From an optimization exercise on the open Yosys and OpenROAD flow, aimed at small area, a short achievable clock period and few clock cycles; shortcuts taken in it are not production practice. Where RTL was checked, it was by simulation tests only, not by an equivalence proof against the original. Power is estimated from default activity; no workload was simulated.

Setup of north:
// log_record_deframer_core
module log_record_deframer_core #(
    parameter int unsigned QDEPTH = 2
) (
    input  logic                          i_clk,
    input  logic                          i_rst_n,
    input  logic                          i_cfg_wr_en,
    input  logic [lrd_pkg::CFG_IDX_W-1:0] i_cfg_index,
    input  logic [31:0]                   i_cfg_wr_data,
    input  logic                          i_valid,
    output logic                          o_stall,
    input  logic                          i_func,
    input  logic [7:0]                    i_log_byte,
    output logic                          o_valid,
    input  logic                          i_stall,
    output logic [2:0]                    o_kind,
    output logic [7:0]                    o_payload_byte,
    output logic [63:0]                   o_sequence_res,
    output logic                          o_tombstone,
    output logic [31:0]                   o_key_length,
    output logic [31:0]                   o_value_length,
    output logic                          o_last
);
Size: about 1800 cells after synthesis.
clock: 10.0 ns
lec_check: 0
cap_margin: 20
core_margin: 2
core_utilization: 40
cts_cluster_diameter: 100
cts_cluster_size: 25
slew_margin: 20
standard.sh (not shown) runs the stock make flow with config.mk's settings and CLKGATE_MAP_FILE= SYNTH_SCRIPT=/design/flow/synth_recipe.tcl, a recipe that flattens the netlist after the stock synthesis.
==> flow/flow/run.sh <==
#!/bin/bash
# Standard layout with two changes: the port buffers are the smallest buffer cell
# (buf_1) instead of the default pick, and repair_timing aims for more setup slack than
# the flow settings allow. Every input and output port still gets its own buffer; the
# clock period and constraints are the standard flow's.
set -euo pipefail
export BUFFER_PORTS_ARGS="-buffer_cell sky130_fd_sc_hd__buf_1"
export SETUP_SLACK_MARGIN=6.0
bash standard.sh > standard_flow.log 2>&1
Testbench counts of north, summed over its fixed seeds: cycles 22,746.
### north -> west
--- a/flow/design.v
+++ b/flow/design.v
@@ -16,33 +16,52 @@
     localparam logic [2:0] PH_VALUE  = 3'd2;
     localparam logic [2:0] PH_CHECK  = 3'd3;
     localparam logic [2:0] PH_ERROR  = 3'd4;
 endpackage
 module lrd_parse (
     input  logic [31:0] i_h,
+    input  logic        i_c,
     input  logic [7:0]  i_xlo,
-    output logic [31:0] o_h
+    input  logic [7:0]  i_top,
+    output logic [31:0] o_h,
+    output logic        o_c
 );
     logic [31:0] x, t0, t1, t2, t3, t4, t5;
     logic [31:0] s1, c1, s2, c2, s3, c3, s4, c4;
+    logic [16:0] lo;
     assign x  = {i_h[31:8], i_xlo};
     assign t0 = x;
     assign t1 = x << 1;
     assign t2 = x << 4;
     assign t3 = x << 7;
     assign t4 = x << 8;
-    assign t5 = x << 24;
+    assign t5 = {i_top, i_c, 2'b00, i_c, 2'b00, i_c, i_c, 16'd0};
     assign s1 = t0 ^ t1 ^ t2;
     assign c1 = ((t0 & t1) | (t0 & t2) | (t1 & t2)) << 1;
     assign s2 = t3 ^ t4 ^ t5;
     assign c2 = ((t3 & t4) | (t3 & t5) | (t4 & t5)) << 1;
     assign s3 = s1 ^ c1 ^ s2;
     assign c3 = ((s1 & c1) | (s1 & s2) | (c1 & s2)) << 1;
     assign s4 = s3 ^ c3 ^ c2;
     assign c4 = ((s3 & c3) | (s3 & c2) | (c3 & c2)) << 1;
-    assign o_h = s4 + c4;
+    assign lo       = {1'b0, s4[15:0]} + {1'b0, c4[15:0]};
+    assign o_h[15:0]  = lo[15:0];
+    assign o_h[31:16] = s4[31:16] + c4[31:16];
+    assign o_c      = lo[16];
+endmodule
+module lrd_hash_eq (
+    input  logic [31:0] i_h,
+    input  logic        i_c,
+    input  logic [31:0] i_e,
+    output logic        o_eq
+);
+    logic [31:0] b, d, k;
+    assign b    = {15'd0, i_c, 16'd0};
+    assign d    = i_h ^ b ^ i_e;
+    assign k    = (i_h & b) | ((i_h | b) & ~i_e);
+    assign o_eq = (d == {k[30:0], 1'b0});
 endmodule
 module lrd_outq #(
     parameter int unsigned DEPTH = 3,
     parameter int unsigned W     = 12
 ) (
     input  logic         i_clk,
@@ -141,28 +160,30 @@
     logic [2:0]  eph;
     logic        is_end, is_hdr, is_pay, is_key, torn, zero_torn, h24;
     logic        beat_push;
     logic [2:0]  beat_kind;
     logic        beat_last;
     logic [31:0] hash_step;
-    logic [7:0]  r_xlo, hash_lo_n;
+    logic [7:0]  r_xlo, r_top, hash_lo_n, xlo_n;
+    logic        r_hc, hash_c, hash_c_n;
     logic        hash_init, hash_run;
     logic        kzero, vzero;
     logic [7:0]  mbyte, sbyte;
     logic        gt_in, gt_new;
     logic        bank_clr, bank_we, to_pay, key_to_val;
     logic [2:0]  n_phase;
     logic [4:0]  n_hcount;
     logic        n_in_valid, n_in_func;
     logic        n_check, n_hdr, n_pay, nr_n, ne_n;
     assign go      = r_in_valid && !r_o_stall;
     assign accept  = i_valid && !r_o_stall;
     assign o_stall = r_o_stall;
-    lrd_parse u_hash (.i_h(r_hash), .i_xlo(r_xlo), .o_h(hash_step));
+    lrd_parse u_hash (.i_h(r_hash), .i_c(r_hc), .i_xlo(r_xlo), .i_top(r_top),
+                      .o_h(hash_step), .o_c(hash_c));
+    lrd_hash_eq u_eq (.i_h(r_hash), .i_c(r_hc), .i_e(r_exp), .o_eq(hash_ok));
     assign check    = (r_phase == lrd_pkg::PH_CHECK);
-    assign hash_ok  = (r_hash == r_exp);
     assign chk_push = check && !q_full;
     assign eph      = check ? (hash_ok ? lrd_pkg::PH_HEADER : lrd_pkg::PH_ERROR) : r_phase;
     assign is_end    = r_in_func;
     assign is_hdr    = (eph == lrd_pkg::PH_HEADER);
     assign is_key    = (eph == lrd_pkg::PH_KEY);
     assign is_pay    = is_key || (eph == lrd_pkg::PH_VALUE);
@@ -316,21 +337,28 @@
     end
     assign in_byte   = r_xlo ^ r_hash[7:0];
     assign hash_init = go && !is_end && is_hdr && h24;
     assign hash_run  = go && !is_end && is_pay;
     assign hash_lo_n = hash_init ? lrd_pkg::FNV_OFFSET[7:0] :
                        hash_run  ? hash_step[7:0] : r_hash[7:0];
+    assign hash_c_n  = hash_init ? 1'b0 : hash_run ? hash_c : r_hc;
+    assign xlo_n     = i_log_byte ^ hash_lo_n;
     always_ff @(posedge i_clk) begin
-        if (accept)
-            r_xlo <= i_log_byte ^ hash_lo_n;
+        if (accept) begin
+            r_xlo <= xlo_n;
+            r_top <= hash_c_n ? xlo_n + 8'd1 : xlo_n;
+        end
     end
     always_ff @(posedge i_clk) begin
-        if (hash_init)
+        if (hash_init) begin
             r_hash <= lrd_pkg::FNV_OFFSET;
-        else if (hash_run)
+            r_hc   <= 1'b0;
+        end else if (hash_run) begin
             r_hash <= hash_step;
+            r_hc   <= hash_c;
+        end
         if (go && !is_end && to_pay) begin
             r_rem     <= kzero ? r_vlen : r_klen;
             r_rem_one <= kzero ? (r_vlen == 32'd1) : (r_klen == 32'd1);
         end else if (hash_run) begin
             if (key_to_val) begin
                 r_rem     <= r_vlen;
## What came out
west — critical path depth in cells 3 lower, north as reference. west vs. north: number of antenna diodes decreased 2; relative area change from synthesis to final layout dropped 0.85 points; starting DRC count in detailed routing lost about 2.5%; xor/xnor cell area share of the yosys netlist went up; flip-flop and latch share of the layout cell area lower. Sort north and west by part of the power in the clock network asc -> top: north.
For west, only the layout was checked, not whether the RTL still works.

-- afterwards: timing with drivers on the ports --
Ports are ideal in the flow. The routed layouts listed here were re-timed in OpenROAD. Step 1: set_driving_cell puts a clkbuf_16 on i_clk and a buf_2 on each other input, an assumption about the parent block. Step 2 times the ports against the registers' clock, not the clock port: input delays grow and output delays shrink by t, the midpoint of the rising clock arrivals with the driver on. a / b / c = ideal / step 1 / step 2; a / b = the first two.
| run | t (ns) | slack for setup (ns) | latest minus earliest clock arrival (ns) | worst register clock-pin slew, ns | pins driven straight from the clock port |
|---|---|---|---|---|---|
| north | 0.604 | 5.914 / 5.914 / 5.908 | 0.038 / 0.038 | 0.11 / 0.11 | 1 |
| west | 0.605 | 5.853 / 5.853 / 5.853 | 0.035 / 0.035 | 0.11 / 0.11 | 1 |
After both steps setup and hold are still met in every run listed. For north, which loses most, drivers alone change the setup slack by 0.000 ns; drivers and shift together by -0.006 ns.
